From an optimization exercise on the open Yosys and OpenROAD flow, aimed at small area, a short achievable clock period and few clock cycles; shortcuts taken in it are not production practice. In this exercise RTL edits were held to simulation tests only and were not proved equivalent to the original. No activity file was given, so power comes from the tool's default toggle rates.

Design led_matrix_scan_dimmer_unit, start of the top module:
module led_matrix_scan_dimmer_unit #(
	parameter int PANELS         = lmsd_pkg::DEF_PANELS,
	parameter int ROWS           = lmsd_pkg::DEF_ROWS,
	parameter int LEDS_PER_ROW   = lmsd_pkg::DEF_LEDS_PER_ROW,
	parameter int COLORS         = lmsd_pkg::DEF_COLORS,
	parameter int REFRESH_CYCLES = lmsd_pkg::DEF_REFRESH_CYCLES
) (
	input  logic                            clk,
	input  logic                            arst_n,
	input  logic                            s_tvalid,
	output logic                            s_tready,
	input  logic [lmsd_pkg::S_TDATA_W-1:0]  s_tdata,
	input  logic [lmsd_pkg::S_TUSER_W-1:0]  s_tuser,
	output logic                            m_tvalid,
	input  logic                            m_tready,
	output logic [lmsd_pkg::M_TDATA_W-1:0]  m_tdata,
	output logic [lmsd_pkg::M_TUSER_W-1:0]  m_tuser,
	output logic                            m_tlast,
	input  logic                            cfg_valid,
	output logic                            cfg_ready,
	input  logic [lmsd_pkg::REG_W-1:0]      cfg_index,
	input  logic [lmsd_pkg::SCHED_W-1:0]    cfg_data
);
export LEC_CHECK = 0
export CAP_MARGIN = 20
export CORE_MARGIN = 2
export CORE_UTILIZATION = 55
export CTS_CLUSTER_DIAMETER = 80
export CTS_CLUSTER_SIZE = 30
export SETUP_SLACK_MARGIN = 3.5
export SLEW_MARGIN = 20
create_clock -name core_clock -period 6.0 [get_ports {clk}]
run.sh (not shown) runs the stock make flow with config.mk's settings and CLKGATE_MAP_FILE= SYNTH_SCRIPT=/design/flow/synth_recipe.tcl, a recipe that flattens the netlist after the stock synthesis.
Testbench counts at the start, summed over its fixed seeds: cycles 12,776.
Rerun with:
--- a/flow/design.v
+++ b/flow/design.v
@@ -177,17 +177,17 @@
 	logic [2:0]   e_p_nx;
 	logic         new_idle;
 	logic [2:0]   e_p;
 	logic [1:0]   e_c;
 	logic [QD-1:0] pv;
 	logic         pb [QD];
 	logic [2:0]   pr [QD];
 	logic [3:0]   pl [QD];
-	logic         ofree_q;
+	logic         ovld_q;
 	logic [7:0]   led_q;
 	logic [2:0]   orow_q;
 	logic [2:0]   opanel_q;
 	logic [1:0]   ocolor_q;
 	logic         olast_q;
 	logic [16:0]  oport_q;
 	logic         ovld_o;
 	logic         rdy_o;
@@ -217,17 +217,17 @@
 	logic [3:0]   a_l;
 	logic         a_new;
 	logic [QD-1:0] qv;
 	logic         qb [QD];
 	logic [2:0]   qr [QD];
 	logic [3:0]   ql [QD];
 	assign cfg_ready = 1'b1;
 	assign s_tready  = rdy_o;
-	assign in_xfer   = s_tvalid && rdy_q && !clr_q1;
+	assign in_xfer   = s_tvalid && rdy_q;
 	assign tick      = in_xfer && (in_cmd == lmsd_pkg::CMD_TICK);
 	assign wr_ok     = in_xfer && (in_cmd == lmsd_pkg::CMD_WRITE)
 		&& (in_panel < 3'(PANELS)) && (in_color < 2'(COLORS));
 	assign in_b      = shown_q ^ in_hidden;
 	always_comb begin
 		cr_busy = act_v && (act_b == cr_b) && (act_r == cr_r) && ({cr_p, cr_c} >= {e_p, e_c});
 		for (int i = 0; i < QD; i++) begin
 			cr_busy = cr_busy || (pv[i] && (pb[i] == cr_b) && (pr[i] == cr_r));
@@ -303,17 +303,17 @@
 		word = '0;
 		for (int g = 0; g < NRING; g++) begin
 			word = word | (tap[g*16 +: 16] & {16{rsel_q[g]}});
 		end
 		for (int k = 0; k < 8; k++) begin
 			led_nx[k] = leff_q[word[2*k +: 2]];
 		end
 	end
-	assign ld       = act_v && hit_q && (ofree_q || m_tready);
+	assign ld       = act_v && hit_q && (!ovld_q || m_tready);
 	assign act_done = ld && e_last_q;
 	always_comb begin
 		a_v   = act_v;
 		a_b   = act_b;
 		a_r   = act_r;
 		a_l   = act_l;
 		a_new = 1'b0;
 		qv    = pv;
@@ -418,17 +418,17 @@
 			ovld_o  <= 1'b0;
 			act_v   <= 1'b0;
 			pv      <= '0;
 			e_p     <= 3'd0;
 			e_c     <= 2'd0;
 			e_last_q <= 1'b0;
 			cmt_q   <= 1'b0;
 			clr_q1  <= 1'b1;
-			ofree_q <= 1'b1;
+			ovld_q  <= 1'b0;
 			cr_w    <= 16'h0;
 		end else begin
 			if (wr_ok) begin
 				cr_w <= in_word;
 			end
 			ph_q <= (ph_q == 5'd23) ? 5'd0 : ph_q + 5'd1;
 			n3_q <= n3_nx;
 			n2_q <= !n2_q;
@@ -458,27 +458,31 @@
 			end
 			if (tick) begin
 				row_q   <= row_nx;
 				rc_q    <= rc_nx;
 				shown_q <= shown_nx;
 				pend_q  <= pend_nx;
 			end
 			cr_v  <= cr_v_nx;
-			rdy_q <= !qv[QD-1] && (!cr_v_nx || pred);
+			rdy_q <= !qv[QD-1] && (!cr_v_nx || pred) && !clearing_nx;
 			rdy_o <= !qv[QD-1] && (!cr_v_nx || pred) && !clearing_nx;
-			ovld_o <= ld || (!ofree_q && !m_tready);
+			ovld_o <= ld || (ovld_q && !m_tready);
 			cmt_q <= pred;
 			clr_q1 <= clearing_nx;
 			act_v <= a_v;
 			pv    <= qv;
 			e_p <= e_p_nx;
 			e_c <= e_c_nx;
 			e_last_q <= (e_p_nx == 3'd4) && (e_c_nx == 2'd2);
-			ofree_q <= !ld && (ofree_q || m_tready);
+			if (ld) begin
+				ovld_q <= 1'b1;
+			end else if (m_tready) begin
+				ovld_q <= 1'b0;
+			end
 		end
 	end
 	always_ff @(posedge clk) begin
 		if (wr_ok) begin
 			cr_b <= in_b;
 			cr_r <= in_row;
 			cr_p <= in_panel;
 			cr_c <= in_color;
Total power decreases by 1.2%.
Worst setup slack got worse by 0.065 ns.
Critical path depth goes down by 7.
Clock power is about the same.
Die area stays flat.
Clock-buffer cell count went up by 7.
Core utilization is lower by 0.26 points.
Via count climbs by 0.79%.
Wire length is higher by 1.6%.
Testbench counts after the change, summed over its fixed seeds: cycles 12,776.

re-timing with driven ports:
No port has a modelled driver above. Below, the same layouts with a new extraction and two added sets of constraints.
Step 1, drivers: a clkbuf_16 drives clk and a buf_2 each remaining input, both assumed.
Step 2 also shifts input and output timing later by t, the mid clock arrival at the registers, as if the neighbouring blocks saw the same clock.
Three values: no drivers, after step 1, after step 2; two values: the first two.
run	t (ns)	slack for setup (ns)	worst slew at a driven data input, ns
the first run	0.887	3.446 / 3.384 / 2.600	0.04
the second run	0.885	3.382 / 3.303 / 2.709	0.04
After both steps every run listed still meets setup and hold. The setup slack of the first run, which loses most, moves by -0.062 ns with the drivers and by -0.846 ns with both steps.
